This design comes from an exercise in tuning for small area on the open sky130 flow, not from production work.
In this exercise RTL edits were held to simulation tests only and were not proved equivalent to the original.
No activity file was given, so power comes from the tool's default toggle rates.

==> flow/design.v (excerpt) <==
module bitline_integrator #(
    parameter int unsigned COLS       = 32,
    parameter int unsigned DATA_WIDTH = 4,
    parameter int unsigned ACC_WIDTH  = 12,
    parameter int unsigned WIN_WIDTH  = 10
) (
    input  logic                       clk,
    input  logic                       rst_n,
    input  logic                       start,
    input  logic                       abort,
    input  logic [WIN_WIDTH-1:0]       window_len,
    input  logic                       sample_valid,
    input  logic [COLS*DATA_WIDTH-1:0] samples,
    output logic                       busy,
    output logic                       out_valid,
    input  logic                       out_ready,
    output logic [COLS*ACC_WIDTH-1:0]  out_sums,
    output logic [COLS-1:0]            out_sat,
    output logic                       sample_dropped
);
Size in the first run: about 2,000 cells after synthesis, ~560 I/O pins, about 19,000 um2 of cells after synthesis.
clock: 4.0 ns
lec_check: 0
cap_margin: 20
core_margin: 2
core_utilization: 40
slew_margin: 20
standard.sh (not shown) runs the stock make flow with config.mk's settings and CLKGATE_MAP_FILE= SYNTH_SCRIPT=/design/flow/synth_recipe.tcl, a recipe that flattens the netlist after the stock synthesis.
==> flow/flow/run.sh <==
#!/bin/bash
# Standard layout, with the port buffers made from the smallest buffer cell.
set -euo pipefail
bash standard.sh BUFFER_PORTS_ARGS="-buffer_cell sky130_fd_sc_hd__buf_1" finish > standard_flow.log 2>&1
The first run completed without violations.
Rerun with:
--- a/flow/config.mk
+++ b/flow/config.mk
@@ -10,0 +11,2 @@
+export CTS_CLUSTER_DIAMETER = 150
+export CTS_CLUSTER_SIZE = 30
Die area stays the same.
Worst setup slack gains 44 ps.
Combinational power is about the same.
Final cell count is lower by 1.9%.
Routed wire length is lower by 2.4%.
Synthesized cell count stays the same.
Fmax is higher by about 1.2%.
Global-route usage is lower by 0.25 points.
Clock power is lower by about 50%.
Rerun with:
==> flow/run.sh (new file) <==
#!/bin/bash
# synth_recipe.tcl (not shown) runs the flow's synth.tcl, then flattens the netlist and writes it again
# the make line also repeats each setting of config.mk as NAME=value (left out here)
make -C /OpenROAD-flow-scripts/flow DESIGN_CONFIG=/design/flow/config.mk WORK_HOME=/design/flow/orfs CLKGATE_MAP_FILE= SYNTH_SCRIPT=/design/flow/synth_recipe.tcl finish
--- a/flow/config.mk
+++ b/flow/config.mk
@@ -11,2 +10,0 @@
-export CTS_CLUSTER_DIAMETER = 150
-export CTS_CLUSTER_SIZE = 30
removed: flow/flow/run.sh
removed: flow/standard.sh
=>
- The changed run ran to the end with no violations
- worst setup slack got worse by 15 ps
- cell area goes up by 18%
- clock skew is lower by 17 ps


== v6 ==
The RTL this note starts from:
==> flow/design.v <==
module bli_fa (input logic a, b, c, output logic s, co);
    assign {co, s} = a + b + c;
endmodule
module bli_ha (input logic a, b, output logic s, co);
    assign {co, s} = a + b;
endmodule
module bli_dbit (input logic s, ovf, nclr, output logic d);
    assign d = nclr && (s || ovf);
endmodule
module bli_xnor (input logic a, b, output logic y);
    assign y = ~(a ^ b);
endmodule
module bli_xor (input logic a, b, output logic y);
    assign y = a ^ b;
endmodule
module bli_nand (input logic a, b, output logic y);
    assign y = ~(a & b);
endmodule
module bli_andn (input logic a, bn, output logic y);
    assign y = a & ~bn;
endmodule
module bli_dbitn (input logic ns, novf, clr, output logic d);
    assign d = ~((ns & novf) | clr);
endmodule
module bli_skip (input logic [7:0] hi, input logic c4, output logic c8, ovf, novf);
    assign c8   = c4 && (&hi[3:0]);
    assign ovf  = c4 && (&hi);
    assign novf = !(c4 && (&hi));
endmodule
module bitline_integrator #(
    parameter int unsigned COLS       = 32,
    parameter int unsigned DATA_WIDTH = 4,
    parameter int unsigned ACC_WIDTH  = 12,
    parameter int unsigned WIN_WIDTH  = 10
) (
    input  logic                       clk,
    input  logic                       rst_n,
    input  logic                       start,
    input  logic                       abort,
    input  logic [WIN_WIDTH-1:0]       window_len,
    input  logic                       sample_valid,
    input  logic [COLS*DATA_WIDTH-1:0] samples,
    output logic                       busy,
    output logic                       out_valid,
    input  logic                       out_ready,
    output logic [COLS*ACC_WIDTH-1:0]  out_sums,
    output logic [COLS-1:0]            out_sat,
    output logic                       sample_dropped
);
    logic                       busy_q, done_q, dropped_q;
    logic [WIN_WIDTH-1:0]       left_q;      
    logic [COLS*ACC_WIDTH-1:0]  sums_q, sums_d;
    logic [COLS-1:0]            sat_q, sat_d;
    logic start_ok, take, last_sample, nclr;
    assign start_ok    = start && !busy_q && (!done_q || out_ready);
    assign take        = busy_q && sample_valid;
    assign last_sample = (left_q == WIN_WIDTH'(1));
    assign nclr        = !start_ok;
    always_ff @(posedge clk or negedge rst_n) begin
        if (!rst_n) begin
            busy_q    <= 1'b0;
            done_q    <= 1'b0;
            dropped_q <= 1'b0;
        end else begin
            dropped_q <= sample_valid && !busy_q;
            if (abort) begin
                busy_q <= 1'b0;
                done_q <= 1'b0;
            end else if (start_ok) begin
                busy_q <= (window_len != '0);
                done_q <= (window_len == '0);
            end else if (take && last_sample) begin
                busy_q <= 1'b0;
                done_q <= 1'b1;
            end else if (done_q && out_ready) begin
                done_q <= 1'b0;
            end
        end
    end
    always_ff @(posedge clk) begin
        if (start_ok)  left_q <= window_len;
        else if (take) left_q <= left_q - 1'b1;
    end
    for (genvar c = 0; c < COLS; c++) begin : g_col
        logic [ACC_WIDTH-1:0]  q, s;
        logic [ACC_WIDTH-1:0]  cy;
        logic [DATA_WIDTH-1:0] x;
        logic                  ovf;
        assign q = sums_q[c*ACC_WIDTH +: ACC_WIDTH];
        assign x = samples[c*DATA_WIDTH +: DATA_WIDTH] & {DATA_WIDTH{take}};
        bli_ha u_b0 (.a(q[0]), .b(x[0]), .s(s[0]), .co(cy[1]));
        for (genvar i = 1; i < DATA_WIDTH; i++) begin : g_fa
            bli_fa u (.a(q[i]), .b(x[i]), .c(cy[i]), .s(s[i]), .co(cy[i+1]));
        end
        logic [ACC_WIDTH-1:0] ns, ncy;
        logic                 novf;
        bli_skip u_skip (.hi(q[11:4]), .c4(cy[4]), .c8(cy[8]), .ovf(ovf), .novf(novf));
        for (genvar b = 4; b < ACC_WIDTH; b += 4) begin : g_blk
            bli_xnor u_s0 (.a(q[b]),   .b(cy[b]),    .y(ns[b]));
            bli_nand u_c0 (.a(q[b]),   .b(cy[b]),    .y(ncy[b+1]));
            bli_xor  u_s1 (.a(q[b+1]), .b(ncy[b+1]), .y(ns[b+1]));
            bli_andn u_c1 (.a(q[b+1]), .bn(ncy[b+1]), .y(cy[b+2]));
            bli_xnor u_s2 (.a(q[b+2]), .b(cy[b+2]),  .y(ns[b+2]));
            bli_nand u_c2 (.a(q[b+2]), .b(cy[b+2]),  .y(ncy[b+3]));
            bli_xor  u_s3 (.a(q[b+3]), .b(ncy[b+3]), .y(ns[b+3]));
        end
        for (genvar i = DATA_WIDTH; i < ACC_WIDTH; i++) begin : g_dn
            bli_dbitn u (.ns(ns[i]), .novf(novf), .clr(start_ok), .d(sums_d[c*ACC_WIDTH+i]));
        end
        for (genvar i = 0; i < DATA_WIDTH; i++) begin : g_d
            bli_dbit u (.s(s[i]), .ovf(ovf), .nclr(nclr), .d(sums_d[c*ACC_WIDTH+i]));
        end
        bli_dbit u_sat (.s(sat_q[c]), .ovf(ovf), .nclr(nclr), .d(sat_d[c]));
    end
    always_ff @(posedge clk) begin
        sums_q <= sums_d;
        sat_q  <= sat_d;
    end
    assign busy           = busy_q;
    assign out_valid      = done_q;
    assign out_sums       = sums_q;
    assign out_sat        = sat_q;
    assign sample_dropped = dropped_q;
endmodule
Settings: LEC_CHECK=0, CAP_MARGIN=20, CORE_MARGIN=2, CORE_UTILIZATION=40, CTS_CLUSTER_DIAMETER=150, CTS_CLUSTER_SIZE=30, SLEW_MARGIN=20, SYNTH_HIERARCHICAL=1; clock period 4.0 ns.
==> flow/flow/run.sh <==
#!/bin/bash
# Standard layout with three changes: the port buffers are made from the
# smallest buffer cell, every combinational cell from synthesis starts at its
# smallest drive strength (the repair steps size up where needed), and cells
# off the critical paths are sized down again after global routing.
set -euo pipefail
bash standard.sh \
  BUFFER_PORTS_ARGS="-buffer_cell sky130_fd_sc_hd__buf_1" \
  PRE_FLOORPLAN_TCL="$PWD/flow/downsize.tcl" \
  RECOVER_POWER=100 \
  finish > standard_flow.log 2>&1
==> flow/flow/downsize.tcl <==
# Give every combinational cell from synthesis its smallest drive strength;
# the flow's own repair steps size up again wherever timing, slew or load need it.
set n_resized 0
set saved 0.0
foreach inst [[ord::get_db_block] getInsts] {
  set master [$inst getMaster]
  set name [$master getName]
  if { ![regexp {^(sky130_fd_sc_hd__[a-z0-9]+)_([0-9]+)$} $name -> base drive] } { continue }
  if { [$master isSequential] } { continue }
  if { [regexp {__(df|edf|sdf|dl|clk|conb|tap|fill|decap|diode)} $base] } { continue }
  set cur [get_lib_cells $name]
  set best $cur
  set best_area [get_property $cur area]
  foreach cand [get_lib_cells ${base}_*] {
    set cname [get_property $cand name]
    if { ![regexp "^${base}_\[0-9\]+\$" $cname] } { continue }
    if { [get_property $cand dont_use] } { continue }
    set a [get_property $cand area]
    if { $a < $best_area } { set best $cand; set best_area $a }
  }
  if { $best != $cur } {
    set saved [expr { $saved + [get_property $cur area] - $best_area }]
    replace_cell [get_cells [$inst getName]] $best
    incr n_resized
  }
}
puts "downsize: $n_resized cells set to their smallest drive, [format %.1f $saved] um2 less"
Status v6: flow complete, layout not clean - slew limit
For v7, these inputs were changed with respect to v6:
- CTS_CLUSTER_SIZE: 30 -> 25
- CTS_CLUSTER_DIAMETER: 150 -> 100
- SLEW_MARGIN: 20 -> 50
==> flow/flow/run.sh <==
#!/bin/bash
# Standard layout with these changes: the port buffers are made from the
# smallest buffer cell; every combinational cell from synthesis starts at its
# smallest drive strength (the repair steps size up where needed); the clock
# tree uses no dummy loads; cells off the critical paths are sized down again
# after global routing.
set -euo pipefail
bash standard.sh \
  BUFFER_PORTS_ARGS="-buffer_cell sky130_fd_sc_hd__buf_1" \
  PRE_FLOORPLAN_TCL="$PWD/flow/downsize.tcl" \
  CTS_ARGS="-sink_clustering_enable -repair_clock_nets -dont_use_dummy_load -sink_clustering_size 25 -sink_clustering_max_diameter 100" \
  RECOVER_POWER=100 \
  finish > standard_flow.log 2>&1
Results
- No stage failed in v7, and the final checks on the layout all came back clean.
- Diff v6 -> v7 | amount of wire on met3 after detailed routing | down by a little under 10%
- Re ratio of total power to cell area: v7 and v6 aren't equal, and the higher value belongs to v7.
- Global-route usage: v7 vs v6 up 0.24 points
- Compared to v6, v7 has static power due to leakage 0.52% higher.
- The combinational power of v6 and that of v7 are within noise of each other.

port drivers added, routing unchanged:
The flow's constraints put no driver on any port. The routed layouts listed below were extracted and timed again, unchanged, in two steps.
Step 1: set_driving_cell puts a clkbuf_16 on clk and a buf_2 on each other input, an assumption about the parent block.
Step 2, shift: input delay + t, output delay - t, t = (earliest + latest rising clock arrival at the registers) / 2. This alone moves slack from input paths to output paths.
Slacks: no drivers / after step 1 / after step 2; pairs: no drivers / after step 1.
| run | t (ns) | setup slack, ns | worst setup path after step 2 | clock arrival spread, ns | cell pins on the clock port's net |
|---|---|---|---|---|---|
| the first run of note 1 | 0.627 | 0.142 / 0.142 / -0.444 | input to register | 0.023 / 0.023 | 1 |
| the second run of note 1 | 0.597 | 0.186 / 0.191 / -0.387 | input to register | 0.036 / 0.036 | 1 |
| the third run of note 1 | 0.628 | 0.171 / 0.159 / -0.469 | input to register | 0.014 / 0.014 | 1 |
| v6 | 0.597 | 0.528 / 0.528 / 0.268 | input to register | 0.032 / 0.032 | 1 |
| v7 | 0.589 | 0.382 / 0.382 / 0.171 | input to register | 0.049 / 0.049 | 1 |
Met with ideal ports but missed after step 2: setup timing in the first run of note 1, the second run of note 1 and the third run of note 1. The setup slack of the third run of note 1, which loses most, moves by -0.012 ns with the drivers and by -0.640 ns with both steps.
